Background: an optimization exercise with open tools, aiming at small area, a short achievable clock period and few clock cycles. Do not read the settings as production practice. The RTL was checked by simulation tests, not by an equivalence proof against the original design. In every run shown here, the design's own scripts or RTL, not TritonCTS, make the clock network. The flow treats the clock pin as an ideal source. Dropping or thinning the clock tree relies on that and would not hold on a real chip. Power and IR drop assume default switching activity.

==> flow/design.v <==
package conv_feed_pkg;
    localparam int PIX_W        = 8;
    localparam int PIX_PER_WORD = 8;
    localparam int SRAM_W       = PIX_W * PIX_PER_WORD;
    localparam int WIN_ROWS     = 3;
    localparam int TAPS         = WIN_ROWS * WIN_ROWS;
    localparam int DIM_W        = 8;
    localparam int COL_W        = $clog2(PIX_PER_WORD);
    localparam logic [1:0] SLOT_ABOVE = 2'd0;
    localparam logic [1:0] SLOT_BELOW = 2'd2;
    typedef logic signed [PIX_W-1:0] pixel_t;
    typedef logic [SRAM_W-1:0] sram_word_t;
    typedef struct packed {
        logic [DIM_W-1:0] height;
        logic [DIM_W-1:0] width;
        logic [DIM_W-1:0] channel;
    } geom_t;
    typedef struct packed {
        logic       valid;
        logic [1:0] slot;
        logic       pad;
        logic       col_end;
        logic       run_end;
    } load_t;
    typedef logic [TAPS*PIX_W-1:0] window_t;
    typedef struct packed {
        logic [TAPS-1:0] valid;
        window_t         taps;
        logic            last;
    } feed_t;
    function automatic logic [PIX_W-1:0] pix_at(input logic [SRAM_W-1:0] w, input logic [COL_W-1:0] p);
        pix_at = w[p*PIX_W +: PIX_W];
    endfunction
endpackage
`timescale 1ns/100ps
module delay_line #(
    parameter int W     = 1,
    parameter int DEPTH = 1
) (
    input  logic i_clk,
    input  logic i_rst,
    input  logic [W-1:0] i_d,
    output logic [W-1:0] o_q
);
    if (DEPTH == 0) begin : g_pass
        assign o_q = i_d;
    end else begin : g_chain
        logic [W-1:0] stage [DEPTH];
        always_ff @(posedge i_clk) begin
            if (i_rst) begin
                for (int i = 0; i < DEPTH; i++) begin
                    stage[i] <= '0;
                end
            end else begin
                stage[0] <= i_d;
                for (int i = 1; i < DEPTH; i++) begin
                    stage[i] <= stage[i-1];
                end
            end
        end
        assign o_q = stage[DEPTH-1];
    end
endmodule
`timescale 1ns/100ps
module tap_skew (
    input  logic                      i_clk,
    input  logic                      i_rst,
    input  conv_feed_pkg::window_t    i_win,
    input  logic                      i_win_valid,
    input  logic                      i_win_last,
    output conv_feed_pkg::feed_t      o_feed
);
    localparam int TAPS = conv_feed_pkg::TAPS;
    conv_feed_pkg::window_t taps_d;
    logic [TAPS-1:0]        valid_d;
    logic                   last_d;
    for (genvar k = 0; k < TAPS; k++) begin : g_tap
        delay_line #(
            .W     (conv_feed_pkg::PIX_W),
            .DEPTH (k)
        ) u_pix (
            .i_clk (i_clk),
            .i_rst (i_rst),
            .i_d   (i_win[k*conv_feed_pkg::PIX_W +: conv_feed_pkg::PIX_W]),
            .o_q   (taps_d[k*conv_feed_pkg::PIX_W +: conv_feed_pkg::PIX_W])
        );
        delay_line #(
            .W     (1),
            .DEPTH (k)
        ) u_stb (
            .i_clk (i_clk),
            .i_rst (i_rst),
            .i_d   (i_win_valid),
            .o_q   (valid_d[k])
        );
    end
    delay_line #(
        .W     (1),
        .DEPTH (TAPS - 1)
    ) u_last (
        .i_clk (i_clk),
        .i_rst (i_rst),
        .i_d   (i_win_last),
        .o_q   (last_d)
    );
    assign o_feed = {valid_d, taps_d, last_d};
endmodule
`timescale 1ns/100ps
module window_builder (
    input  logic                          i_clk,
    input  logic                          i_rst,
    input  conv_feed_pkg::load_t          i_tag,
    input  conv_feed_pkg::sram_word_t     i_rd_data,
    output conv_feed_pkg::window_t        o_win,
    output logic                          o_win_valid,
    output logic                          o_win_last
);
    localparam int ROWS  = conv_feed_pkg::WIN_ROWS;
    localparam int COL_W = conv_feed_pkg::COL_W;
    localparam logic [COL_W-1:0] X_LAST = COL_W'(conv_feed_pkg::PIX_PER_WORD - 1);
    conv_feed_pkg::sram_word_t cur  [ROWS];
    conv_feed_pkg::sram_word_t nxt  [ROWS];
    conv_feed_pkg::pixel_t     left [ROWS];
    conv_feed_pkg::window_t    win_next;
    logic             running;
    logic             start_pend;
    logic [COL_W-1:0] x;
    logic             nxt_col_end;
    logic             nxt_run_end;
    logic             cur_col_end;
    logic             cur_run_end;
    logic             shift;
    assign shift = start_pend || (running && x == X_LAST);
    always_comb begin
        win_next = '0;
        for (int i = 0; i < ROWS; i++) begin
            if (x == '0) begin
                win_next[(ROWS*i)*conv_feed_pkg::PIX_W +: conv_feed_pkg::PIX_W] = left[i];
            end else begin
                win_next[(ROWS*i)*conv_feed_pkg::PIX_W +: conv_feed_pkg::PIX_W] = conv_feed_pkg::pix_at(cur[i], x - 1'b1);
            end
            win_next[(ROWS*i+1)*conv_feed_pkg::PIX_W +: conv_feed_pkg::PIX_W] = conv_feed_pkg::pix_at(cur[i], x);
            if (x != X_LAST) begin
                win_next[(ROWS*i+2)*conv_feed_pkg::PIX_W +: conv_feed_pkg::PIX_W] = conv_feed_pkg::pix_at(cur[i], x + 1'b1);
            end else if (!cur_col_end) begin
                win_next[(ROWS*i+2)*conv_feed_pkg::PIX_W +: conv_feed_pkg::PIX_W] = conv_feed_pkg::pix_at(nxt[i], '0);
            end
        end
    end
    always_ff @(posedge i_clk) begin
        if (i_rst) begin
            running     <= 1'b0;
            start_pend  <= 1'b0;
            x           <= '0;
            nxt_col_end <= 1'b0;
            nxt_run_end <= 1'b0;
            cur_col_end <= 1'b0;
            cur_run_end <= 1'b0;
            o_win_valid <= 1'b0;
            o_win_last  <= 1'b0;
        end else begin
            start_pend  <= i_tag.valid && i_tag.slot == conv_feed_pkg::SLOT_BELOW && !running;
            o_win_valid <= running;
            o_win_last  <= running && x == X_LAST && cur_run_end;
            if (i_tag.valid) begin
                nxt_col_end <= i_tag.col_end;
                nxt_run_end <= i_tag.run_end;
            end
            if (start_pend) begin
                running     <= 1'b1;
                x           <= '0;
                cur_col_end <= nxt_col_end;
                cur_run_end <= nxt_run_end;
            end else if (running) begin
                x <= x + 1'b1;
                if (x == X_LAST) begin
                    cur_col_end <= nxt_col_end;
                    cur_run_end <= nxt_run_end;
                    if (cur_col_end) begin
                        running <= 1'b0;
                    end
                end
            end
        end
    end
    always_ff @(posedge i_clk) begin
        if (i_tag.valid) begin
            nxt[i_tag.slot] <= i_tag.pad ? '0 : i_rd_data;
        end
        if (shift) begin
            for (int i = 0; i < ROWS; i++) begin
                cur[i] <= nxt[i];
                if (start_pend || cur_col_end) begin
                    left[i] <= '0;
                end else begin
                    left[i] <= conv_feed_pkg::pix_at(cur[i], X_LAST);
                end
            end
        end
        o_win <= win_next;
    end
endmodule
`timescale 1ns/100ps
module addr_sequencer #(
    parameter int ADDR_W = 16
) (
    input  logic                         i_clk,
    input  logic                         i_rst,
    input  logic                         i_start,
    input  conv_feed_pkg::geom_t         i_geom,
    input  logic                         i_done,
    output logic                         o_rd_en,
    output logic [ADDR_W-1:0]            o_rd_addr,
    output conv_feed_pkg::load_t         o_tag,
    output logic                         o_busy
);
    localparam int CYC_W = conv_feed_pkg::COL_W;
    localparam int DIM_W = conv_feed_pkg::DIM_W;
    localparam logic [CYC_W-1:0] CYC_LAST = CYC_W'(conv_feed_pkg::PIX_PER_WORD - 1);
    localparam logic [CYC_W-1:0] PRE_LAST = CYC_W'(conv_feed_pkg::WIN_ROWS - 1);
    conv_feed_pkg::geom_t geom;
    logic                 busy;
    logic                 active;
    logic                 prefetch;
    logic [CYC_W-1:0]     cyc;
    logic [DIM_W-1:0]     row;
    logic [DIM_W-1:0]     col;
    logic [ADDR_W-1:0]    row_addr;
    logic [3*DIM_W-1:0]   chan_base;
    logic [DIM_W-1:0]     fetch_col;
    logic [1:0]           slot;
    logic [ADDR_W-1:0]    slot_addr;
    logic                 last_col;
    logic                 last_row;
    logic                 fetch;
    logic                 pad;
    logic                 accept;
    assign chan_base = i_geom.channel * i_geom.height * i_geom.width;
    assign accept   = i_start && !o_busy;
    assign last_col = (col == geom.width - 1'b1);
    assign last_row = (row == geom.height - 1'b1);
    assign slot     = cyc[1:0];
    assign fetch_col = prefetch ? '0 : col + 1'b1;
    assign fetch     = active && (prefetch || (cyc <= PRE_LAST && !last_col));
    assign pad = (slot == conv_feed_pkg::SLOT_ABOVE && row == '0) ||
                 (slot == conv_feed_pkg::SLOT_BELOW && last_row);
    always_comb begin
        case (slot)
            conv_feed_pkg::SLOT_ABOVE: slot_addr = row_addr - ADDR_W'(geom.width);
            conv_feed_pkg::SLOT_BELOW: slot_addr = row_addr + ADDR_W'(geom.width);
            default:                   slot_addr = row_addr;
        endcase
    end
    assign o_rd_addr = slot_addr + ADDR_W'(fetch_col);
    assign o_rd_en   = fetch && !pad;
    assign o_busy    = busy && !i_done;
    always_ff @(posedge i_clk) begin
        if (i_rst) begin
            busy     <= 1'b0;
            active   <= 1'b0;
            prefetch <= 1'b0;
            cyc      <= '0;
            row      <= '0;
            col      <= '0;
            o_tag    <= '0;
        end else begin
            o_tag.valid   <= fetch;
            o_tag.slot    <= slot;
            o_tag.pad     <= pad;
            o_tag.col_end <= (fetch_col == geom.width - 1'b1);
            o_tag.run_end <= (fetch_col == geom.width - 1'b1) && last_row;
            if (accept) begin
                busy     <= 1'b1;
                active   <= 1'b1;
                prefetch <= 1'b1;
                cyc      <= '0;
                row      <= '0;
                col      <= '0;
            end else begin
                if (i_done) begin
                    busy <= 1'b0;
                end
                if (active) begin
                    if (prefetch) begin
                        if (cyc == PRE_LAST) begin
                            prefetch <= 1'b0;
                            cyc      <= '0;
                        end else begin
                            cyc <= cyc + 1'b1;
                        end
                    end else if (cyc == CYC_LAST) begin
                        cyc <= '0;
                        if (!last_col) begin
                            col <= col + 1'b1;
                        end else if (last_row) begin
                            active <= 1'b0;
                        end else begin
                            row      <= row + 1'b1;
                            col      <= '0;
                            prefetch <= 1'b1;
                        end
                    end else begin
                        cyc <= cyc + 1'b1;
                    end
                end
            end
        end
    end
    always_ff @(posedge i_clk) begin
        if (accept) begin
            geom     <= i_geom;
            row_addr <= ADDR_W'(chan_base);
        end else if (active && !prefetch && cyc == CYC_LAST && last_col) begin
            row_addr <= row_addr + ADDR_W'(geom.width);
        end
    end
endmodule
`timescale 1ns/100ps
module conv_input_feeder (
    input  logic                          i_clk,
    input  logic                          i_rst,
    input  logic                          i_start,
    input  logic [23:0]                   i_geom,
    output logic                          o_rd_en,
    output logic [15:0]                   o_rd_addr,
    input  logic [63:0]                   i_rd_data,
    output logic [81:0]                   o_feed,
    output logic                          o_busy,
    output logic                          o_done
);
    logic        busy;
    logic        idle;        
    logic        rd_en;
    logic        done;
    logic        mode_a;      
    logic        mode_b;      
    logic [2:0]  p8;
    logic [7:0]  g_h;         
    logic [7:0]  g_c;         
    logic [7:0]  acc;         
    logic [8:0]  mul_sum;
    logic [15:0] raddr;       
    logic        op_prod;     
    logic        op_run;
    logic        op_neg;
    logic        op_cin;
    logic        gen;         
    logic [7:0]  cw;          
    logic        row0;        
    logic        z2;          
    logic [3:1]  ed;          
    logic [7:6]  ed_hi;
    logic [8:1]  vd;          
    logic [8:0]  en;          
    logic        last;
    logic [31:0] s0, s2;      
    logic [15:0] s1;
    logic        accept;
    logic        e0;
    logic        z2_nx;
    logic        busy_nx;
    logic        mode_a_nx;
    logic        mode_b_nx;
    logic [2:0]  p8_nx;
    logic [2:0]  p8_inc;
    logic        mode_a_go;
    logic        mode_b_go;
    logic [7:0]  cw_dec;
    logic [15:0] add_b;
    logic [16:0] raddr_sum;
    logic [15:0] prod;        
    logic [15:0] quarter;
    assign accept    = i_start && idle;
    assign e0        = gen ? (p8 == 3'd7 && cw == 8'd0) : 1'b1;
    assign z2_nx     = (p8 == 3'd6) ? (g_h == 8'd1) : z2;
    assign busy_nx   = accept || (busy && !last);
    assign cw_dec    = cw - 8'd1;
    assign p8_inc    = p8 + 3'd1;
    assign p8_nx     = accept ? 3'd3 : p8_inc;
    assign mode_a_go = mode_a && p8 != 3'd1;
    assign mode_b_go = mode_b ? p8 != 3'd1 : (mode_a && p8 == 3'd1);
    assign mode_a_nx = accept || mode_a_go;
    assign mode_b_nx = !accept && mode_b_go;
    always_ff @(posedge i_clk) begin
        if (i_rst) begin
            busy   <= 1'b0;
            idle   <= 1'b1;
            rd_en  <= 1'b0;
            done   <= 1'b0;
            mode_a <= 1'b0;
            mode_b <= 1'b0;
            gen    <= 1'b0;
            vd     <= '0;
            last   <= 1'b0;
        end else begin
            busy   <= busy_nx;
            idle   <= !busy_nx;
            rd_en  <= accept || busy;
            done   <= last;
            last   <= vd[7] && !vd[6];
            vd     <= {vd[7:1], gen};
            mode_a <= mode_a_nx;
            mode_b <= mode_b_nx;
            if (mode_b && p8 == 3'd7) begin
                gen <= 1'b1;
            end else if (gen && p8 == 3'd7 && cw == 8'd0 && g_h == 8'd1) begin
                gen <= 1'b0;
            end
        end
    end
    always_ff @(posedge i_clk) begin
        p8 <= p8_nx;
        if (idle) begin
            g_h <= i_geom[23:16];
        end else if (gen && p8 == 3'd7 && cw == 8'd0) begin
            g_h <= g_h - 8'd1;
        end
        if (idle) begin
            acc <= i_geom[0] ? {1'b0, i_geom[15:9]} : 8'd0;
            g_c <= {i_geom[0] & i_geom[8], i_geom[7:1]};
        end else if (mode_a) begin
            acc <= mul_sum[8:1];
            g_c <= {mul_sum[0], g_c[7:1]};
        end else if (mode_b) begin
            acc <= {acc[6:0], g_c[7]};
            g_c <= (p8 == 3'd1) ? cw : {g_c[6:0], 1'b0};
        end
        if (idle) begin
            cw <= i_geom[15:8];
        end else if (mode_b && p8 == 3'd7) begin
            cw   <= cw_dec;
        end else if (gen && p8 == 3'd7) begin
            cw <= (cw == 8'd0) ? g_c : cw_dec;
        end
        op_prod <= mode_b_go && g_h[p8_inc - 3'd2];
        op_run  <= !mode_a_go && !mode_b_go;
        op_neg  <= p8_inc[0] ^ p8_inc[1];
        op_cin  <= !mode_a_go && !mode_b_go &&
                   (p8_inc == 3'd0 || p8_inc == 3'd1 || p8_inc == 3'd3 ||
                    p8_inc == 3'd4 || p8_inc == 3'd6);
        raddr <= raddr_sum[16:1];
    end
    assign add_b = ({16{op_prod}} & prod)
                 | ({16{op_run}} & ({{8{op_neg}}, g_c ^ {8{op_neg}}}));
    assign raddr_sum = {raddr & {16{!mode_a}}, 1'b1} + {add_b, op_cin};
    assign prod     = {acc, g_c};
    assign mul_sum  = {1'b0, acc} + (g_c[0] ? {1'b0, cw} : 9'd0);
    assign o_rd_addr = raddr;
    assign o_rd_en   = rd_en;
    always_ff @(posedge i_clk) begin
        if (mode_b && p8 == 3'd7) begin
            row0 <= 1'b1;
        end else if (gen && p8 == 3'd7 && cw == 8'd0) begin
            row0 <= 1'b0;
        end
        ed    <= {ed[2:1], e0};
        ed_hi <= {ed_hi[6], !en[5]};
        if (p8 == 3'd6) z2 <= (g_h == 8'd1);
        en[0] <= !(e0    || row0);
        en[1] <= !row0;
        en[2] <= !(ed[1] || row0);
        en[3] <= !ed[3];
        en[4] <= 1'b1;
        en[5] <= en[3];
        en[6] <= !(ed_hi[6] || z2_nx);
        en[7] <= !z2_nx;
        en[8] <= !(ed_hi[7] || z2_nx);
    end
    always_comb begin
        case (p8[2:1])
            2'd0:    quarter = i_rd_data[63:48];
            2'd1:    quarter = i_rd_data[15:0];
            2'd2:    quarter = i_rd_data[31:16];
            default: quarter = i_rd_data[47:32];
        endcase
    end
    always_ff @(posedge i_clk) begin
        s1[15:8] <= quarter[15:8];
        s1[7:0]  <= p8[0] ? quarter[7:0] : s1[15:8];
        s0[31:24] <= p8[2] ? i_rd_data[63:56] : i_rd_data[31:24];
        if (p8[1:0] == 2'd0) s0[23:0] <= p8[2] ? i_rd_data[55:32] : i_rd_data[23:0];
        else                 s0[23:0] <= s0[31:8];
        s2[31:24] <= p8[2] ? i_rd_data[31:24] : i_rd_data[63:56];
        if (p8[1:0] == 2'd2) s2[23:0] <= p8[2] ? i_rd_data[23:0] : i_rd_data[55:32];
        else                 s2[23:0] <= s2[31:8];
    end
    logic [71:0] taps;
    always_comb begin
        for (int j = 0; j < 3; j++) begin
            taps[(0+j)*8 +: 8] = s0[7:0] & {8{en[0+j]}};
            taps[(3+j)*8 +: 8] = s1[7:0] & {8{en[3+j]}};
            taps[(6+j)*8 +: 8] = s2[7:0] & {8{en[6+j]}};
        end
    end
    assign o_feed = {vd, gen, taps, last};
    assign o_busy = busy;
    assign o_done = done;
endmodule
==> flow/flow/run.sh <==
#!/bin/bash
# The standard layout (standard.sh, unchanged synthesis) with two changes:
#  - the port buffers are buf_2 instead of the delay cells buffer_ports
#    picks by default;
#  - clock tree: manual_cts.tcl replaces TritonCTS's H-tree with a balanced
#    two-level tree (the port drives 4 clkbuf_8, each driving 2 clkbuf_16
#    that drive one eighth of the registers, split by position).
# The tool output goes to standard.log in this folder.
set -euo pipefail
here=$(pwd)
{
  echo 'export BUFFER_PORTS_ARGS = -buffer_cell sky130_fd_sc_hd__buf_1'
  echo "export PRE_CTS_TCL = $here/flow/manual_cts.tcl"
  echo 'export MAN_CTS_LEAVES = 8'
  echo 'export MAN_CTS_MIDS = 4'
  echo 'export MAN_CTS_LEAF_CELL = sky130_fd_sc_hd__clkbuf_16'
  echo 'export MAN_CTS_MID_CELL = sky130_fd_sc_hd__clkbuf_8'
  echo 'export MAN_SIZE_OUTPUTS = 1'
} >> "$FLOW_CONFIG"
bash standard.sh > standard.log 2>&1
==> flow/flow/manual_cts.tcl <==
# Clock tree: the clock port drives a few clkbuf_16, each driving the clock
# pins of one quarter of the registers (split by x, then by y), placed at
# the quarter's centre. Replaces TritonCTS's H-tree, which puts two levels
# of buffers between the port and the registers in a design this small.
proc man_cts_split {items key} {
  set sorted [lsort -real -index $key $items]
  set n [llength $sorted]
  set h [expr {$n / 2}]
  return [list [lrange $sorted 0 [expr {$h - 1}]] [lrange $sorted $h end]]
}

proc man_cts_build {nleaf nmid leaf_cell mid_cell} {
  set block [ord::get_db_block]
  set clk_net [$block findNet i_clk]
  set leaf_master [[ord::get_db] findMaster $leaf_cell]
  set mid_master [[ord::get_db] findMaster $mid_cell]
  set sinks {}
  foreach it [$clk_net getITerms] {
    set inst [$it getInst]
    set box [$inst getBBox]
    set x [expr {([$box xMin] + [$box xMax]) / 2.0}]
    set y [expr {([$box yMin] + [$box yMax]) / 2.0}]
    lappend sinks [list $it $x $y]
  }
  puts "manual cts: [llength $sinks] clock sinks"
  set groups [list $sinks]
  while {[llength $groups] < $nleaf} {
    set next {}
    foreach g $groups {
      # split along the longer side
      set xs {}; set ys {}
      foreach s $g { lappend xs [lindex $s 1]; lappend ys [lindex $s 2] }
      set dx [expr {[tcl::mathfunc::max {*}$xs] - [tcl::mathfunc::min {*}$xs]}]
      set dy [expr {[tcl::mathfunc::max {*}$ys] - [tcl::mathfunc::min {*}$ys]}]
      set key [expr {$dx >= $dy ? 1 : 2}]
      lappend next {*}[man_cts_split $g $key]
    }
    set groups $next
  }
  # leaves at their group centres; with nmid > 0, groups of leaves share a
  # mid buffer driven by the port, else the port drives the leaves
  set leaves {}
  set i 0
  foreach g $groups {
    set sx 0.0; set sy 0.0
    foreach s $g { set sx [expr {$sx + [lindex $s 1]}]; set sy [expr {$sy + [lindex $s 2]}] }
    set cx [expr {int($sx / [llength $g])}]
    set cy [expr {int($sy / [llength $g])}]
    set inst [odb::dbInst_create $block $leaf_master "clkbuf_man_$i"]
    set net [odb::dbNet_create $block "clknet_man_$i"]
    $net setSigType CLOCK
    [$inst findITerm X] connect $net
    foreach s $g {
      set it [lindex $s 0]
      $it disconnect
      $it connect $net
    }
    $inst setLocation $cx $cy
    $inst setPlacementStatus PLACED
    lappend leaves [list $inst $cx $cy]
    puts "manual cts: clkbuf_man_$i drives [llength $g] sinks at ($cx, $cy)"
    incr i
  }
  if {$nmid == 0} {
    foreach l $leaves { [[lindex $l 0] findITerm A] connect $clk_net }
    return
  }
  set per [expr {[llength $leaves] / $nmid}]
  for {set m 0} {$m < $nmid} {incr m} {
    set part [lrange $leaves [expr {$m * $per}] [expr {($m + 1) * $per - 1}]]
    set sx 0.0; set sy 0.0
    foreach l $part { set sx [expr {$sx + [lindex $l 1]}]; set sy [expr {$sy + [lindex $l 2]}] }
    set cx [expr {int($sx / [llength $part])}]
    set cy [expr {int($sy / [llength $part])}]
    set inst [odb::dbInst_create $block $mid_master "clkbuf_man_mid_$m"]
    set net [odb::dbNet_create $block "clknet_man_mid_$m"]
    $net setSigType CLOCK
    [$inst findITerm A] connect $clk_net
    [$inst findITerm X] connect $net
    foreach l $part { [[lindex $l 0] findITerm A] connect $net }
    $inst setLocation $cx $cy
    $inst setPlacementStatus PLACED
    puts "manual cts: clkbuf_man_mid_$m drives [llength $part] leaves at ($cx, $cy)"
  }
}

rename clock_tree_synthesis orfs_clock_tree_synthesis
proc clock_tree_synthesis {args} {
  if {[info exists ::env(MAN_SIZE_OUTPUTS)] && $::env(MAN_SIZE_OUTPUTS)} { man_size_outputs }
  man_cts_build $::env(MAN_CTS_LEAVES) $::env(MAN_CTS_MIDS) $::env(MAN_CTS_LEAF_CELL) $::env(MAN_CTS_MID_CELL)
}

# Output paths: upsize the gate in front of each output port buffer and the
# flip-flops feeding it (drive strength only; the cell functions stay).
proc man_upsize {inst from to} {
  set m [$inst getMaster]
  if {[$m getName] eq $from} {
    set nm [[ord::get_db] findMaster $to]
    $inst swapMaster $nm
    return 1
  }
  return 0
}

proc man_driver_inst {iterm} {
  set net [$iterm getNet]
  if {$net eq "NULL" || $net eq ""} { return "" }
  foreach it [$net getITerms] {
    if {[$it isOutputSignal]} { return [$it getInst] }
  }
  return ""
}

proc man_size_outputs {} {
  set block [ord::get_db_block]
  set n 0
  foreach bt [$block getBTerms] {
    if {[$bt getIoType] ne "OUTPUT"} { continue }
    set net [$bt getNet]
    set buf ""
    foreach it [$net getITerms] { if {[$it isOutputSignal]} { set buf [$it getInst] } }
    if {$buf eq ""} { continue }
    set g [man_driver_inst [$buf findITerm A]]
    if {$g eq ""} { continue }
    set gm [[$g getMaster] getName]
    if {[string match *dfxtp_1 $gm]} {
      incr n [man_upsize $g sky130_fd_sc_hd__dfxtp_1 sky130_fd_sc_hd__dfxtp_2]
      continue
    }
    incr n [man_upsize $g sky130_fd_sc_hd__and2_1 sky130_fd_sc_hd__and2_2]
    foreach it [$g getITerms] {
      if {![$it isInputSignal]} { continue }
      set f [man_driver_inst $it]
      if {$f eq ""} { continue }
      incr n [man_upsize $f sky130_fd_sc_hd__dfxtp_1 sky130_fd_sc_hd__dfxtp_2]
    }
  }
  puts "manual sizing: $n cells upsized on output paths"
}
==> flow/standard.sh <==
#!/bin/bash
# synth_recipe.tcl (not shown) runs the flow's synth.tcl, then flattens the netlist and writes it again
# the make line also repeats each setting of config.mk as NAME=value (left out here)
make -C /OpenROAD-flow-scripts/flow DESIGN_CONFIG=/design/flow/config.mk WORK_HOME=/design/flow/orfs CLKGATE_MAP_FILE= SYNTH_SCRIPT=/design/flow/synth_recipe.tcl "${@:-finish}"
==> flow/config.mk <==
export PLATFORM = sky130hd
export DESIGN_NAME = conv_input_feeder
export DESIGN_NICKNAME = conv_input_feeder
export VERILOG_FILES = /design/flow/design.v
export SDC_FILE = /design/flow/constraint.sdc
export NUM_CORES = 4
export LEC_CHECK = 0
export CAP_MARGIN = 20
export CORE_MARGIN = 2
export CORE_UTILIZATION = 40
export SLEW_MARGIN = 20
export BUFFER_PORTS_ARGS = -buffer_cell sky130_fd_sc_hd__buf_1
export PRE_CTS_TCL = /design/flow/flow/manual_cts.tcl
export MAN_CTS_LEAVES = 8
export MAN_CTS_MIDS = 4
export MAN_CTS_LEAF_CELL = sky130_fd_sc_hd__clkbuf_16
export MAN_CTS_MID_CELL = sky130_fd_sc_hd__clkbuf_8
export MAN_SIZE_OUTPUTS = 1
==> flow/constraint.sdc <==
create_clock -name core_clock -period 10.0 [get_ports {i_clk}]
set_input_delay 2.0000 -clock core_clock [delete_from_list [all_inputs] [get_ports {i_clk}]]
set_output_delay 2.0000 -clock core_clock [all_outputs]
set_load 0.01 [all_outputs]
==> results of run 1 <==
[through the flow]
| step | worst slack, ps | hold WS [ps] | cell area [um2] | power [mW] | utilization [%] |
|---|---|---|---|---|---|
| floorplan | 7190 | 310 | 8600 | 2.02 | - |
| global placement | 7050 | 314 | 9440 | 2.33 | 44.8 |
| detailed placement | 7030 | 313 | 9440 | 2.34 | 44.8 |
| CTS | 7030 | 313 | 9850 | 2.68 | 46.7 |
| global route | 6880 | 344 | 9850 | 2.96 | 46.7 |
| finish | 6950 | 335 | 9860 | 2.75 | 46.7 |
[worst max-delay path, stage by stage (launching register included)]
cell and delay [ps]:
dfxtp_2 430, and2_2 170, buf_1 150
[cell type report]
class	instances	share of cell area (%)
diodes	2	0.0508
repair buffers	198	7.81
plain buffers	12	2.59
multi-input cells	675	47.5
flip-flops and latches	166	37.8
well taps	275	3.49
inverters	20	0.762
[worst paths after layout]
check	from	endpoint	slack [ps]
setup / recovery	en[3]	o_feed[28]	6950
hold / removal	ed[2]	ed[3]	330
setup reg to reg	mode_a	raddr[14]	7210
hold reg to reg	ed[2]	ed[3]	330
[synth_stat cells (10+ instances only)]
master / instances / area share (%)
o21ai_0: 43 / 2.5
inv_1: 20 / 0.87
xor2_1: 11 / 1.1
clkbuf_1: 30 / 1.3
edfxtp_1: 32 / 11
nor2b_1: 34 / 2.5
buf_4: 13 / 1.1
nand2b_1: 11 / 0.80
ha_1: 32 / 4.7
mux2i_1: 65 / 7.6
xnor2_1: 19 / 1.9
mux4_2: 10 / 2.6
nor2_1: 88 / 3.8
nand3_1: 15 / 0.87
dfxtp_1: 134 / 31
buf_2: 11 / 0.64
mux2_2: 25 / 3.3
a21o_1: 10 / 0.87
a21oi_1: 86 / 5.0
nand2_1: 70 / 3.1
and2_1: 77 / 5.6
[power breakdown]
group | leakage [nW] | internal, mW | switching [mW]
sequential | 1.46 | 0.935 | 0.156
clock | 0.127 | 0.181 | 0.206
combinational | 2.36 | 0.575 | 0.695
total | 3.95 | 1.69 | 1.06
[registers in the layout, indices dropped and copies added, names as in the netlist, 2 cells and up]
signal and count:
s0 32, s1 16, en 8, p8 3, s2 32, ed 3, g_h 8, g_c 8
raddr 16, acc 8, cw 8, vd 8, ed_hi 2
[logic make-up after synthesis]
family | synth area share, %
AND/OR/NAND/NOR | 18.8
multiplexers | 13.5
AO/OA/AOI/OAI | 13.1
adder cells (fa/ha/maj) | 5.12
XOR/XNOR | 3.05
flip-flops | 42.3
buffers and inverters | 4.14
[routing by layer]
metal  wire length [um]  GRT usage, %  vias up
li1                   -             -     3510
met4                462          3.64        0
met5                  0             0        -
met1              10500          27.5     3192
met2               9850          29.9      135
met3                859          1.55       29
==> out/results.ini, run 1 <==
[routing]
ant_nets=0
dr_total_vias=6866
avgRoutedWirePerCell_um=16.1
dr.first_iter.drc_count=328
viasPerCell=5.09
routed_wl_um=21700
drc=0
firstDrtPassIters=5

[sta]
skew_ps=23.9
fmax_ghz=0.328
rsz0062_at_grt=false
min_period_over_period_pct=30.5
worst_pin_slew_ps=1100
finalSetupTns_ps=0
slew_headroom_pct=26.9
final-hold-violation-count=0
period_needed_ps=3050
slew_viol_final=0
setup_violations=0

[layout]
drive_gt1_share_pct=17.3
seq_area_um2=3720
mostFrequentLayoutCells=buf_1, nor2_1, a21oi_1, dfxtp_1, nand2_1
final_common_cell=buf_1
fillers=2085
multi_input_area_um2=4680
syn2layout_area_growth_pct=14.6
instances_no_fill=1348
nets=1198

[logic_synthesis]
syn_inst=919
ys.flop_type=dfxtp_1
synth_edf_count=32
ys_warn_count=1
synth_fp_nets=1044
yosysUniqueCellTypes=56
synth_seq_cells=166
syn_area_um2=8600
async_flop_share_pct=0
synth.avg_cell_area_um2=9.36
ys_seq_area_share_pct=42.3

[global_routing]
grt_pass1_wl_um=34100
grt_max_degree=76
antenna_found_initial=0
grt.total_usage_pct=18.6
grt_pass1_vias=6378
grt_overflow=0

[die]
die_h_um=151
ios=192
fp.coreArea_um2=21100
initial_utilization_pct=40.8
chipWidth_um=151
rows=53
die-area_um2=22700

[power_and_ir_drop]
irDropWorstVdd_uv=120
cellLeakagePower_nw=3.95
p_per_area_nw_per_um2=279

[critical_path]
path_class=reg2out
worstSetupEndpointType=primary output
start_kind=register
arrival_ps=1050
reg2regPathDepth=8
crit_fanout=9
worst_ep_required_time_ps=8000

[placed_design]
gp_congestion=0.878
portBuffers=191
detailed_place_hpwl_um=16500
placedCellCount=1334

[clock_network]
path_clk_slew_ps=90
post_cts_buffers=0
ctsHoldBuffers=0
post_cts_resized=0
clock_latency_ps=310

[hold_path]
min_path_cells=0
hold_path_class=reg2reg

[status]
outcome=complete, no violations

[run]
cap_violations=0

Testbench counts, summed over its fixed seeds: cycles 61,088.
==> inputs of run 2 (changes only) <==
--- a/flow/flow/run.sh
+++ b/flow/flow/run.sh
@@ -4,12 +4,14 @@
 #    picks by default;
 #  - clock tree: manual_cts.tcl replaces TritonCTS's H-tree with a balanced
 #    two-level tree (the port drives 4 clkbuf_8, each driving 2 clkbuf_16
-#    that drive one eighth of the registers, split by position).
+#    that drive one eighth of the registers, split by position), and
+#    before it the gate in front of each output port buffer and the
+#    flip-flops feeding it are given the next drive strength.
 # The tool output goes to standard.log in this folder.
 set -euo pipefail
 here=$(pwd)
 {
-  echo 'export BUFFER_PORTS_ARGS = -buffer_cell sky130_fd_sc_hd__buf_1'
+  echo 'export BUFFER_PORTS_ARGS = -buffer_cell sky130_fd_sc_hd__buf_2'
   echo "export PRE_CTS_TCL = $here/flow/manual_cts.tcl"
   echo 'export MAN_CTS_LEAVES = 8'
   echo 'export MAN_CTS_MIDS = 4'
--- a/flow/config.mk
+++ b/flow/config.mk
@@ -9,7 +9,7 @@
 export CORE_MARGIN = 2
 export CORE_UTILIZATION = 40
 export SLEW_MARGIN = 20
-export BUFFER_PORTS_ARGS = -buffer_cell sky130_fd_sc_hd__buf_1
+export BUFFER_PORTS_ARGS = -buffer_cell sky130_fd_sc_hd__buf_2
 export PRE_CTS_TCL = /design/flow/flow/manual_cts.tcl
 export MAN_CTS_LEAVES = 8
 export MAN_CTS_MIDS = 4
==> out/results.ini, run 2 <==
[status]
outcome=complete, no violations

[logic_synthesis]
synth_most_common_cell=dfxtp_1
synth_area_leaders=dfxtp_1, edfxtp_1, mux2i_1
synth_fp_nets=1044  ; unchanged
syn_inst=919  ; unchanged
yosysUniqueCellTypes=56  ; unchanged
ys_warn_count=1  ; unchanged
synth_top_area_share_pct=31.2  ; unchanged
synth_edf_count=32  ; unchanged
syn_area_um2=8600  ; unchanged
async_flop_share_pct=0  ; unchanged
ys_seq_area_share_pct=42.3  ; unchanged
synth_seq_cells=166  ; unchanged
ys_top_cells_by_count=dfxtp_1, nor2_1, a21oi_1
synth.avg_cell_area_um2=9.36  ; unchanged
ys.flop_type=dfxtp_1
synth_top_area_cell=dfxtp_1

[clock_network]
clock_latency_ps=310  ; about the same
post_cts_buffers=0  ; unchanged
ctsHoldBuffers=0  ; unchanged
path_clk_slew_ps=90  ; about the same
post_cts_resized=0  ; unchanged

[critical_path]
arrival_ps=1000  ; -50 ps
reg2regPathDepth=9  ; +1
crit_fanout=9  ; unchanged
cp_cell_sequence=and2_2, buf_2
worst_ep_required_time_ps=8000  ; about the same
cp_slowest_stage_delay_ps=420  ; about the same
start_kind=register
regToRegSetupSlack_ps=7190  ; -20 ps
reg2reg_to=raddr[14]
reg2reg_from=mode_a
path_class=reg2out
worstSetupEndpointType=primary output
slowest_stage=dfxtp_2

[global_routing]
grt_max_degree=77  ; +1.3%
grt.total_usage_pct=19.2  ; +0.60 points
grt_overflow=0  ; unchanged
antenna_found_initial=0  ; unchanged
grt_pass1_wl_um=34900  ; +2.4%
grt_pass1_vias=6549  ; +2.7%

[layout]
nets=1197  ; -0.083%
mostFrequentLayoutCells=buf_2, nor2_1, a21oi_1, dfxtp_1, nand2_1
fillers=2072  ; -0.62%
reg_top3=s0: 32 flops, s2: 32 flops
syn2layout_area_growth_pct=17.3
final_common_cell=buf_2
drive_gt1_share_pct=35.1  ; +18 points

[die]
chipWidth_um=151  ; unchanged
fp.coreArea_um2=21100  ; unchanged
ios=192  ; unchanged
die_h_um=151  ; unchanged
die-area_um2=22700  ; unchanged
rows=53  ; unchanged
initial_utilization_pct=40.8  ; unchanged

[sta]
worst_slack_ps=7000  ; +54.8 ps
final-hold-violation-count=0  ; unchanged
period_needed_ps=3000  ; -54.8 ps
rsz0062_at_grt=false
skew_ps=25.6  ; +1.67 ps
worst_pin_slew_ps=1100  ; +0.369 ps
min_period_over_period_pct=30.0  ; -0.55 points
slew_viol_final=0  ; unchanged
setup_violations=0  ; unchanged
fmax_ghz=0.334  ; +1.8%
finalSetupTns_ps=0  ; unchanged
slew_headroom_pct=26.8  ; about the same

[power_and_ir_drop]
power_mw=2.79  ; +1.4%
irDropWorstVdd_uv=135  ; +13%
p_per_area_nw_per_um2=276  ; -0.95%
cellLeakagePower_nw=4.56  ; +15%

[placed_design]
portBuffers=191  ; unchanged
pre_cts_ws_ps=7040  ; +12.8 ps
gp_congestion=0.879  ; +0.22%
detailed_place_hpwl_um=16700  ; +1.5%

[routing]
firstDrtPassIters=4  ; -1
avgRoutedWirePerCell_um=16.6  ; +2.9%
ant_nets=0  ; unchanged
dr_total_vias=6840  ; -0.38%
drc=0  ; unchanged
routed_wl_um=22300  ; +2.7%
viasPerCell=5.08  ; -0.23%
dr.first_iter.drc_count=316  ; -3.7%

[hold_path]
min_to=ed[3]
hold_path_class=reg2reg
min_path_cells=0  ; unchanged
worstHoldStart=ed[2]

[run]
cap_violations=0  ; unchanged

==> run 2: changes by cell type in the layout (fill, tap and decap cells not counted), sizes merged <==
cell,previous run,this run
buf,198,197
diode,2,1
==> run 2: logic make-up (layout without fill, tap and decap cells) <==
group                      Yosys count  in the layout  synth area share, %
AOI/OAI and AO/OA                  189            189                 13.1
muxes                              100            100                 13.5
other                                0              1                    0
adders and majority gates           34             34                 5.12
DFF                                166            166                 42.3
buffers and inverters               78            229                 4.14
xor gates and xnor gates            30             30                 3.05
and+or+nand+nor                    322            322                 18.8
==> run 2: critical path, delay by kind of cell, from the launching register on <==
family,cells,cell delay (ps)
buffers and inverters,1,120
flip-flops,1,420
AND/OR/NAND/NOR,1,160
==> run 2: worst max path at each step <==
stage                  startpoint          to  slack, ps  cells past startpoint
CTS                 i_rd_data[34]       s1[2]       7040                      3
finish                      en[5]  o_feed[46]       7000                      2
floorplan           i_rd_data[32]       s1[0]       7190                      2
detailed placement  i_rd_data[32]       s1[0]       7040                      3
global route                en[3]  o_feed[32]       6920                      2
global placement    i_rd_data[33]       s1[1]       7060                      3
==> run 2: report_power, final <==
group | switching (mW) | leakage (nW) | internal [mW]
logic | 0.707 | 2.97 | 0.609
clock network | 0.205 | 0.127 | 0.180
registers | 0.149 | 1.46 | 0.935
total | 1.06 | 4.56 | 1.72
==> run 2: area by class of cell <==
type,count,area [um2],area share [%]
Multi-Input combinational cell,675,4690,46.5
Sequential cell,166,3720,36.9
Timing Repair Buffer,197,1000,9.92
Tap cell,275,344,3.41
Buffer,12,255,2.53
Inverter,20,75.1,0.744
Antenna cell,1,2.50,0.0248
==> run 2: metrics by stage <==
stage	instances	hold slack, ps	instance area, um2	utilization, %
global placement	1333	314	9670	45.9
global route	1345	351	10100	47.8
finish	1346	333	10100	47.8
detailed placement	1333	313	9670	45.9
floorplan	919	310	8600	-
CTS	1345	313	10100	47.8
==> run 2: per-layer routing <==
metal | GRT usage [%] | up-vias | wire, um
li1 | - | 3499 | -
met1 | 27.6 | 3166 | 10800
met2 | 31.8 | 139 | 10200
met3 | 1.42 | 36 | 739
met4 | 4.16 | 0 | 537
met5 | 0 | - | 0
==> inputs of run 3 (changes only) <==
--- a/flow/design.v
+++ b/flow/design.v
@@ -330,7 +330,6 @@
 );
     logic        busy;
     logic        idle;        
-    logic        rd_en;
     logic        done;
     logic        mode_a;      
     logic        mode_b;      
@@ -385,7 +384,6 @@
         if (i_rst) begin
             busy   <= 1'b0;
             idle   <= 1'b1;
-            rd_en  <= 1'b0;
             done   <= 1'b0;
             mode_a <= 1'b0;
             mode_b <= 1'b0;
@@ -395,7 +393,6 @@
         end else begin
             busy   <= busy_nx;
             idle   <= !busy_nx;
-            rd_en  <= accept || busy;
             done   <= last;
             last   <= vd[7] && !vd[6];
             vd     <= {vd[7:1], gen};
@@ -446,7 +443,7 @@
     assign prod     = {acc, g_c};
     assign mul_sum  = {1'b0, acc} + (g_c[0] ? {1'b0, cw} : 9'd0);
     assign o_rd_addr = raddr;
-    assign o_rd_en   = rd_en;
+    assign o_rd_en   = busy;       
     always_ff @(posedge i_clk) begin
         if (mode_b && p8 == 3'd7) begin
             row0 <= 1'b1;
==> flow/flow/run.sh (replaced) <==
#!/bin/bash
# The standard layout (standard.sh, unchanged synthesis) with two changes:
#  - the port buffers are buf_1 (buf_2 on outputs, see below) instead of
#    the delay cells buffer_ports picks by default;
#  - clock tree: manual_cts.tcl replaces TritonCTS's H-tree with a balanced
#    two-level tree (the port drives 4 clkbuf_8, each driving 2 clkbuf_16
#    that drive one eighth of the registers, split by position), and
#    before it each output port buffer, the gate in front of it and the
#    flip-flops feeding that gate are given the next drive strength.
# The tool output goes to standard.log in this folder.
set -euo pipefail
here=$(pwd)
{
  echo 'export BUFFER_PORTS_ARGS = -buffer_cell sky130_fd_sc_hd__buf_1'
  echo "export PRE_CTS_TCL = $here/flow/manual_cts.tcl"
  echo 'export MAN_CTS_LEAVES = 8'
  echo 'export MAN_CTS_MIDS = 4'
  echo 'export MAN_CTS_LEAF_CELL = sky130_fd_sc_hd__clkbuf_16'
  echo 'export MAN_CTS_MID_CELL = sky130_fd_sc_hd__clkbuf_8'
  echo 'export MAN_SIZE_OUTPUTS = 1'
} >> "$FLOW_CONFIG"
bash standard.sh > standard.log 2>&1
--- a/flow/flow/manual_cts.tcl
+++ b/flow/flow/manual_cts.tcl
@@ -90,8 +90,9 @@
   man_cts_build $::env(MAN_CTS_LEAVES) $::env(MAN_CTS_MIDS) $::env(MAN_CTS_LEAF_CELL) $::env(MAN_CTS_MID_CELL)
 }
 
-# Output paths: upsize the gate in front of each output port buffer and the
-# flip-flops feeding it (drive strength only; the cell functions stay).
+# Output paths: upsize each output port buffer (to buf_2), the gate in front
+# of it and the flip-flops feeding that gate (drive strength only; the cell
+# functions stay).
 proc man_upsize {inst from to} {
   set m [$inst getMaster]
   if {[$m getName] eq $from} {
@@ -120,6 +121,7 @@
     set buf ""
     foreach it [$net getITerms] { if {[$it isOutputSignal]} { set buf [$it getInst] } }
     if {$buf eq ""} { continue }
+    incr n [man_upsize $buf sky130_fd_sc_hd__buf_1 sky130_fd_sc_hd__buf_2]
     set g [man_driver_inst [$buf findITerm A]]
     if {$g eq ""} { continue }
     set gm [[$g getMaster] getName]
--- a/flow/config.mk
+++ b/flow/config.mk
@@ -9,7 +9,7 @@
 export CORE_MARGIN = 2
 export CORE_UTILIZATION = 40
 export SLEW_MARGIN = 20
-export BUFFER_PORTS_ARGS = -buffer_cell sky130_fd_sc_hd__buf_2
+export BUFFER_PORTS_ARGS = -buffer_cell sky130_fd_sc_hd__buf_1
 export PRE_CTS_TCL = /design/flow/flow/manual_cts.tcl
 export MAN_CTS_LEAVES = 8
 export MAN_CTS_MIDS = 4
==> out/results.ini, run 3 <==
[hold_path]
hold_path_class=reg2reg
worstHoldStart=ed[2]

[logic_synthesis]
syn_inst=917  ; -0.22%
ys_warn_count=1  ; unchanged
synth_most_common_cell=dfxtp_1
ys_seq_area_share_pct=42.2  ; -0.15 points
synth_edf_count=32  ; unchanged
synth_seq_cells=165  ; -0.60%
synth_fp_nets=1042  ; -0.19%
yosysUniqueCellTypes=54  ; -3.6%
synth_top_area_cell=dfxtp_1
ys.flop_type=dfxtp_1
syn_area_um2=8590  ; -0.20%
synth.avg_cell_area_um2=9.36  ; about the same
synth_top_area_share_pct=31.0  ; -0.17 points
async_flop_share_pct=0  ; unchanged
synth_area_leaders=dfxtp_1, edfxtp_1, mux2i_1
ys_top_cells_by_count=dfxtp_1, nor2_1, a21oi_1

[critical_path]
worst_ep_required_time_ps=8000  ; about the same
reg2reg_to=raddr[14]
worstSetupEndpointType=primary output
cp_cell_sequence=and2_2, buf_2
regToRegSetupSlack_ps=7160  ; -30 ps
reg2reg_from=op_neg
reg2regPathDepth=8  ; -1
cp_slowest_stage_delay_ps=380  ; -40 ps
crit_fanout=9  ; unchanged
path_class=reg2out
cp-endpoint=o_feed[31]
arrival_ps=1010  ; about the same
start_kind=register
startpoint=en[3]
slowest_stage=dfxtp_2

[die]
chipWidth_um=151  ; about the same
rows=53  ; unchanged
die-area_um2=22700  ; -0.20%
ios=192  ; unchanged
initial_utilization_pct=40.8  ; +0.045 points
fp.coreArea_um2=21000  ; -0.31%
die_h_um=151  ; about the same

[layout]
final_common_cell=buf_2
postLayoutCoreUtil_pct=47.3  ; -0.52 points
finish.instance_area_um2=9950  ; -1.4%
drive_gt1_share_pct=26.6  ; -8.5 points
instances_no_fill=1343  ; -0.22%
reg_top3=s0: 32 flops, s2: 32 flops
fillers=2085  ; +0.63%
nets=1194  ; -0.25%
mostFrequentLayoutCells=buf_2, buf_1, nor2_1, a21oi_1, dfxtp_1
syn2layout_area_growth_pct=15.9

[placed_design]
placedCellCount=1330  ; -0.23%
place_area_um2=9410  ; -2.7%
pre_cts_ws_ps=7020  ; -28.7 ps
gp_congestion=0.807  ; -8.3%
detailed_place_hpwl_um=15900  ; -5.1%
portBuffers=191  ; unchanged

[clock_network]
clock_latency_ps=300  ; about the same
ctsHoldBuffers=0  ; unchanged
path_clk_slew_ps=90  ; about the same
post_cts_resized=0  ; unchanged
post_cts_buffers=0  ; unchanged

[routing]
dr.first_iter.drc_count=300  ; -5.1%
firstDrtPassIters=4  ; unchanged
dr_total_vias=6769  ; -1.0%
avgRoutedWirePerCell_um=15.9  ; -3.8%
ant_nets=0  ; unchanged
viasPerCell=5.04  ; -0.82%
routed_wl_um=21400  ; -4.1%
drc=0  ; unchanged

[global_routing]
grt_overflow=0  ; unchanged
grt.total_usage_pct=18.0  ; -1.2 points
grt_max_degree=75  ; -2.6%
grt_pass1_vias=6290  ; -4.0%
antenna_found_initial=1  ; +1
grt_pass1_wl_um=32800  ; -5.9%

[sta]
fmax_ghz=0.332  ; -0.57%
worst_pin_slew_ps=1090  ; -9.85 ps
finalSetupTns_ps=0  ; unchanged
period_needed_ps=3010  ; +17.2 ps
min_period_over_period_pct=30.1  ; +0.17 points
whs_ps=335  ; +1.77 ps
rsz0062_at_grt=false
final-hold-violation-count=0  ; unchanged
skew_ps=16.5  ; -9.08 ps
worst_slack_ps=6990  ; -17.2 ps
setup_violations=0  ; unchanged
slew_headroom_pct=27.5  ; +0.66 points
slew_viol_final=0  ; unchanged

[power_and_ir_drop]
cellLeakagePower_nw=4.31  ; -5.6%
clockPowerShare_pct=14.3  ; +0.5 points
p_comb_share_pct=45.7  ; -1.5 points
p_sw_share_pct=37.4  ; -0.69 points
power_mw=2.67  ; -4.2%
p_per_area_nw_per_um2=268  ; -2.8%
internal_power_mw=1.67  ; -3.1%
irDropWorstVdd_uv=109  ; -19%
switchingPower_mw=0.999  ; -5.9%
pwr-share-seq_pct=40.0  ; +1.1 points

[status]
outcome=complete, no violations

[run]
cap_violations=0  ; unchanged

==> run 3: cell types whose count changed after synthesis, moves of 2 or more <==
cell and delta:
nand2_1 -3, buf_4 +2, a21o_1 +2, o21ai_0 +2
==> run 3: layout make-up <==
class / count / area, um2 / share of cell area [%]
tap: 275 / 344 / 3.46
antenna: 1 / 2.50 / 0.0252
inverter: 20 / 75.1 / 0.755
sequential: 165 / 3700 / 37.2
buffer: 12 / 255 / 2.57
timing repair buffer: 197 / 888 / 8.93
multi-input combinational: 673 / 4680 / 47.0
==> run 3: power by group through the flow <==
| stage | clock network (mW) | registers, mW | logic [mW] |
|---|---|---|---|
| finish | 0.381 | 1.07 | 1.22 |
| floorplan | 0 | 1.01 | 0.951 |
| CTS | 0.299 | 1.09 | 1.23 |
| global route | 0.414 | 1.09 | 1.37 |
| detailed placement | 0 | 1.07 | 1.19 |
| global placement | 0 | 1.06 | 1.18 |
==> run 3: cell families (layout without fill, tap and decap cells) <==
group,after synthesis,after routing,synth area share [%]
other,0,1,0
AO/OA/AOI/OAI,191,191,13.3
multiplexers,100,100,13.5
AND/OR/NAND/NOR,318,318,18.5
adder cells (fa/ha/maj),34,34,5.13
buffers and inverters,79,229,4.27
flip-flops,165,165,42.2
XOR/XNOR,30,30,3.06
==> run 3: worst min path at each step <==
stage	slack [ps]	endpoint	depth (start not counted)
2_1_floorplan	310	ed[3]	0
6_report	330	ed[3]	0
3_5_place_dp	320	ed[3]	0
5_1_grt	340	ed[3]	0
3_3_place_gp	310	ed[3]	0
4_1_cts	320	ed[3]	0
==> run 3: critical path, delay by kind of cell, from the launching register on <==
kind / cells / cell delay, ps
DFF: 1 / 380
and+or+nand+nor: 1 / 210
buffers and inverters: 1 / 130
==> run 3: layer usage <==
metal	track usage (%)	share of wire [%]	up-vias
li1	-	-	3494
met3	1.12	4.0	22
met2	30.6	46	154
met1	25.3	48	3099
met5	0	0	-
met4	3.68	1.9	0
Testbench counts of run 3, summed over its fixed seeds: cycles 61,088.
==> inputs of run 4 (changes only) <==
--- a/flow/config.mk
+++ b/flow/config.mk
@@ -7,7 +7,7 @@
 export LEC_CHECK = 0
 export CAP_MARGIN = 20
 export CORE_MARGIN = 2
-export CORE_UTILIZATION = 40
+export CORE_UTILIZATION = 25
 export SLEW_MARGIN = 20
 export BUFFER_PORTS_ARGS = -buffer_cell sky130_fd_sc_hd__buf_1
 export PRE_CTS_TCL = /design/flow/flow/manual_cts.tcl
==> out/results.ini, run 4 <==
[status]
outcome=complete, no violations

[layout]
syn2layout_area_growth_pct=18.3
fillers=3601  ; +73%
mostFrequentLayoutCells=buf_2, buf_1, nor2_1, a21oi_1, dfxtp_1
diodes=0  ; -1
reg_top3=s0: 32 flops, s2: 32 flops
nets=1194  ; unchanged
drive_gt1_share_pct=26.5  ; -0.094 points
instances_no_fill=1515  ; +13%
final_common_cell=buf_2

[clock_network]
post_cts_resized=0  ; unchanged
clock_latency_ps=300  ; about the same
ctsHoldBuffers=0  ; unchanged
path_clk_slew_ps=90  ; about the same
post_cts_buffers=0  ; unchanged

[critical_path]
path_class=reg2out
worst_ep_required_time_ps=8000  ; about the same
start_kind=register
slowest_stage=dfxtp_2
cp_cell_sequence=and2_2, buf_2
cp_slowest_stage_delay_ps=450  ; +70 ps
worstSetupEndpointType=primary output
arrival_ps=1050  ; +40 ps
crit_fanout=8  ; -1

[sta]
worst_pin_slew_ps=1070  ; -13.3 ps
skew_ps=14.7  ; -1.80 ps
setup_violations=0  ; unchanged
slew_headroom_pct=28.4  ; +0.88 points
finalSetupTns_ps=0  ; unchanged
period_needed_ps=3050  ; +41.2 ps
slew_viol_final=0  ; unchanged
min_period_over_period_pct=30.5  ; +0.41 points
fmax_ghz=0.327  ; -1.3%
rsz0062_at_grt=false
final-hold-violation-count=0  ; unchanged

[die]
ios=192  ; unchanged
fp.coreArea_um2=33700  ; +60%
chipWidth_um=189  ; +26%
initial_utilization_pct=25.5  ; -15 points
rows=67  ; +26%
die_h_um=189  ; +26%
die-area_um2=35800  ; +58%

[global_routing]
grt_overflow=0  ; unchanged
antenna_found_initial=1  ; unchanged
grt_max_degree=75  ; unchanged
grt_pass1_vias=6689  ; +6.3%
grt.total_usage_pct=13.0  ; -5.0 points
grt_pass1_wl_um=37200  ; +13%

[routing]
drc=0  ; unchanged
viasPerCell=4.53  ; -10%
avgRoutedWirePerCell_um=15.9  ; -0.45%
ant_nets=0  ; unchanged
firstDrtPassIters=4  ; unchanged
routed_wl_um=24000  ; +12%
dr.first_iter.drc_count=307  ; +2.3%
dr_total_vias=6870  ; +1.5%

[logic_synthesis]
synth.avg_cell_area_um2=9.36  ; unchanged
ys_seq_area_share_pct=42.2  ; unchanged
synth_edf_count=32  ; unchanged
ys.flop_type=dfxtp_1
ys_warn_count=1  ; unchanged
synth_top_area_cell=dfxtp_1
synth_top_area_share_pct=31.0  ; unchanged
syn_inst=917  ; unchanged
synth_fp_nets=1042  ; unchanged
ys_top_cells_by_count=dfxtp_1, nor2_1, a21oi_1
synth_seq_cells=165  ; unchanged
async_flop_share_pct=0  ; unchanged
synth_most_common_cell=dfxtp_1
synth_area_leaders=dfxtp_1, edfxtp_1, mux2i_1
syn_area_um2=8590  ; unchanged
yosysUniqueCellTypes=54  ; unchanged

[hold_path]
hold_path_class=reg2reg

[power_and_ir_drop]
irDropWorstVdd_uv=79.4  ; -27%
p_per_area_nw_per_um2=266  ; -0.95%
cellLeakagePower_nw=4.31  ; about the same

[placed_design]
detailed_place_hpwl_um=18500  ; +16%
gp_congestion=0.836  ; +3.6%
portBuffers=191  ; unchanged
placedCellCount=1503  ; +13%

[run]
cap_violations=0  ; unchanged

[run 4: power breakdown]
| group | total [mW] | switching [mW] | leakage, nW | internal, mW |
|---|---|---|---|---|
| Combinational | 1.23 | 0.669 | 2.73 | 0.563 |
| Sequential | 1.08 | 0.152 | 1.46 | 0.925 |
| Clock | 0.392 | 0.211 | 0.127 | 0.181 |
| Total | 2.70 | 1.03 | 4.31 | 1.67 |
[run 4: path summary, 6_finish.rpt]
check | startpoint | cells after the start | end | slack, ps
min | ed[2] | 0 | ed[3] | 340
min reg2reg | ed[2] | 0 | ed[3] | 340
max reg2reg | p8[0] | 6 | g_c[7] | 7140
max | en[0] | 2 | o_feed[8] | 6950
[run 4: logic make-up (layout without fill, tap and decap cells)]
family,after synthesis,count (layout),share of synthesized area (%)
multiplexers,100,100,13.5
AO/OA/AOI/OAI,191,191,13.3
adder cells (fa/ha/maj),34,34,5.13
buffers and inverters,79,229,4.27
AND/OR/NAND/NOR,318,318,18.5
XOR/XNOR,30,30,3.06
flip-flops,165,165,42.2
[run 4: metal layers]
layer	vias to the layer above	share of wire, %	track usage [%]
met4	2	3.0	3.52
li1	3486	-	-
met2	131	47	22.1
met1	3212	47	17.6
met5	-	0.029	0
met3	39	3.1	1.06
[run 4: worst max-delay path, delay by kind of cell (launching register included)]
family	cells	cell delay (ps)
buffers and inverters	1	130
AND/OR/NAND/NOR	1	180
flip-flops	1	450
[run 4: metrics by stage]
| stage | hold WS, ps | setup WS [ps] | total power [mW] | cell area, um2 | util [%] |
|---|---|---|---|---|---|
| final | 338 | 6950 | 2.70 | 10200 | 30.1 |
| after global routing | 349 | 6880 | 2.92 | 10200 | 30.1 |
| after CTS | 323 | 7020 | 2.63 | 10200 | 30.1 |
| after detailed placement | 323 | 7040 | 2.28 | 9620 | 28.6 |
| after global placement | 324 | 7060 | 2.25 | 9620 | 28.6 |
| after floorplan | 310 | 7190 | 1.96 | 8590 | - |
[run 4: cell type report]
type                    instances  area (um2)  share of cell area [%]
multi-input cells             673        4680                    46.0
flip-flops and latches        165        3700                    36.5
plain buffers                  12         255                    2.51
repair buffers                197         888                    8.74
well taps                     448         561                    5.52
inverters                      20        75.1                   0.739
==> inputs of run 5 (changes only) <==
--- a/flow/config.mk
+++ b/flow/config.mk
@@ -7,7 +7,7 @@
 export LEC_CHECK = 0
 export CAP_MARGIN = 20
 export CORE_MARGIN = 2
-export CORE_UTILIZATION = 25
+export CORE_UTILIZATION = 60
 export SLEW_MARGIN = 20
 export BUFFER_PORTS_ARGS = -buffer_cell sky130_fd_sc_hd__buf_1
 export PRE_CTS_TCL = /design/flow/flow/manual_cts.tcl
==> out/results.ini, run 5 <==
[status]
outcome=complete, no violations

[critical_path]
crit_family=flip-flops
start_kind=register
arrival_ps=1000  ; -50 ps
worstSetupEndpointType=primary output
cp_num_buf_inv=1  ; unchanged
slowest_stage=dfxtp_2
worst_ep_required_time_ps=8000  ; about the same
reg2regPathDepth=8  ; +2
cp_cell_sequence=and2_2, buf_2
cp_slowest_stage_delay_ps=380  ; -70 ps
crit_fanout=9  ; +1
crit_cells=2  ; unchanged
path_class=reg2out

[die]
chipWidth_um=124  ; -35%
initial_utilization_pct=61.6  ; +36 points
die_h_um=124  ; -35%
rows=43  ; -36%
fp.coreArea_um2=13900  ; -59%
ios=192  ; unchanged
die-area_um2=15300  ; -57%

[power_and_ir_drop]
p_sw_share_pct=37.4  ; -0.82 points
p_comb_share_pct=45.5  ; about the same
p_per_area_nw_per_um2=271  ; +1.9%
clockPowerShare_pct=14.1  ; -0.4 points
irDropWorstVdd_uv=229  ; +190%
pwr-share-seq_pct=40.4  ; +0.5 points
cellLeakagePower_nw=4.31  ; +0.12%
internal_power_mw=1.67  ; about the same
switchingPower_mw=0.995  ; -3.5%

[routing]
dr.first_iter.drc_count=354  ; +15%
avgRoutedWirePerCell_um=16.7  ; +5.5%
firstDrtPassIters=5  ; +1
drc=0  ; unchanged
viasPerCell=5.55  ; +22%
routed_wl_um=20900  ; -13%
dr_total_vias=6931  ; +0.89%
ant_nets=0  ; unchanged

[logic_synthesis]
synth_seq_cells=165  ; unchanged
async_flop_share_pct=0  ; unchanged
syn_area_um2=8590  ; unchanged
ys_top_cells_by_count=dfxtp_1, nor2_1, a21oi_1
synth_area_leaders=dfxtp_1, edfxtp_1, mux2i_1
synth_top_area_share_pct=31.0  ; unchanged
synth_fp_nets=1042  ; unchanged
synth.avg_cell_area_um2=9.36  ; unchanged
synth_top_area_cell=dfxtp_1
synth_edf_count=32  ; unchanged
ys_warn_count=1  ; unchanged
ys.flop_type=dfxtp_1
syn_inst=917  ; unchanged
yosysUniqueCellTypes=54  ; unchanged
ys_seq_area_share_pct=42.2  ; unchanged
synth_most_common_cell=dfxtp_1

[global_routing]
grt_overflow=0  ; unchanged
antenna_found_initial=2  ; +1
grt.total_usage_pct=26.4  ; +13 points
grt_pass1_wl_um=32000  ; -14%
grt_pass1_vias=6395  ; -4.4%
grt_max_degree=69  ; -8.0%

[layout]
syn2layout_area_growth_pct=14.5
fillers=1168  ; -68%
reg_top3=s0: 32 flops, s2: 32 flops
nets=1195  ; +0.084%
mostFrequentLayoutCells=buf_2, buf_1, nor2_1, a21oi_1, dfxtp_1
drive_gt1_share_pct=26.6  ; +0.069 points
final_common_cell=buf_2

[sta]
whs_ps=339  ; +0.781 ps
worst_slack_ps=7000  ; +53.2 ps
slew_headroom_pct=42.2  ; +14 points
rsz0062_at_grt=false
final-hold-violation-count=0  ; unchanged
min_period_over_period_pct=30.0  ; -0.53 points
worst_pin_slew_ps=867  ; -208 ps
slew_viol_final=0  ; unchanged
period_needed_ps=3000  ; -53.2 ps
fmax_ghz=0.333  ; +1.8%
setup_violations=0  ; unchanged
finalSetupTns_ps=0  ; unchanged
skew_ps=22.7  ; +8.04 ps

[clock_network]
post_cts_buffers=0  ; unchanged
path_clk_slew_ps=80  ; about the same
ctsHoldBuffers=0  ; unchanged
clock_latency_ps=300  ; about the same
post_cts_resized=0  ; unchanged

[placed_design]
gp_congestion=0.845  ; +1.1%
portBuffers=191  ; unchanged
detailed_place_hpwl_um=15500  ; -16%
pre_cts_ws_ps=7050  ; +4.89 ps

[hold_path]
hold_path_class=reg2reg
min_path_cells=0  ; unchanged

[run]
cap_violations=0  ; unchanged

-- run 5: layer usage --
layer,vias to the layer above,GRT usage (%),part of all wire (%)
met5,-,0,0.072
li1,3484,-,-
met3,42,2.88,5.3
met2,206,46.1,48
met1,3197,35.1,44
met4,2,6.68,2.6
-- run 5: cells by family after synthesis --
logic type	after synthesis	share of synthesized area, %
XOR/XNOR	30	3.06
multiplexers	100	13.5
adder cells (fa/ha/maj)	34	5.13
AO/OA/AOI/OAI	191	13.3
buffers and inverters	79	4.27
flip-flops	165	42.2
AND/OR/NAND/NOR	318	18.5
-- run 5: stage by stage --
stage	cell area (um2)	power (mW)	cells	utilization, %
2_1_floorplan	8590	1.96	917	-
3_3_place_gp	9300	2.22	1236	66.7
3_5_place_dp	9300	2.24	1236	66.7
4_1_cts	9830	2.60	1248	70.6
5_1_grt	9830	2.86	1248	70.6
6_report	9830	2.66	1249	70.6
-- run 5: worst paths after layout --
| check | startpoint | end | slack (ps) |
|---|---|---|---|
| worst min-delay path | ed[2] | ed[3] | 340 |
| worst min register to register | ed[2] | ed[3] | 340 |
| worst max-delay path | en[3] | o_feed[29] | 7000 |
| worst max register to register | op_neg | raddr[14] | 7250 |
-- run 5: power by group through the flow --
| stage | sequential, mW | combinational, mW | clock (mW) |
|---|---|---|---|
| 2_1_floorplan | 1.01 | 0.951 | 0 |
| 3_3_place_gp | 1.06 | 1.16 | 0 |
| 3_5_place_dp | 1.07 | 1.17 | 0 |
| 4_1_cts | 1.09 | 1.21 | 0.299 |
| 5_1_grt | 1.10 | 1.35 | 0.408 |
| 6_report | 1.07 | 1.21 | 0.376 |
-- run 5: layout make-up --
cell class	instances	area (um2)	area share [%]
Multi-Input combinational cell	673	4680	47.6
Sequential cell	165	3700	37.7
Timing Repair Buffer	198	896	9.11
Buffer	12	255	2.60
Tap cell	180	225	2.29
Inverter	20	75.1	0.763
Antenna cell	1	2.50	0.0254

## separate check: timing with driven ports
The flow's constraints put no driver on any port. The routed layouts listed below were extracted and timed again, unchanged, in two steps.
Step 1 sets driving cells, clkbuf_16 on the clock port and buf_2 on the other inputs (assumed; they add their load-dependent delay and slew).
Step 2 also shifts input and output timing later by t, the mid clock arrival at the registers, as if the neighbouring blocks saw the same clock.
Slacks: no drivers / after step 1 / after step 2; pairs: no drivers / after step 1.
run	shift t [ns]	setup WS [ns]	clock arrival spread, ns	worst data-port slew with drivers (ns)	pins driven straight from the clock port
run 1	0.367	6.949 / 6.874 / 6.986	0.028 / 0.028	0.06	4
run 2	0.371	7.004 / 6.926 / 7.012	0.028 / 0.028	0.06	4
run 3	0.366	6.986 / 6.910 / 6.999	0.017 / 0.017	0.08	4
run 4	0.374	6.945 / 6.867 / 7.015	0.024 / 0.025	0.06	4
run 5	0.360	6.998 / 6.925 / 7.002	0.024 / 0.024	0.07	4
After both steps setup and hold are still met in every run listed.
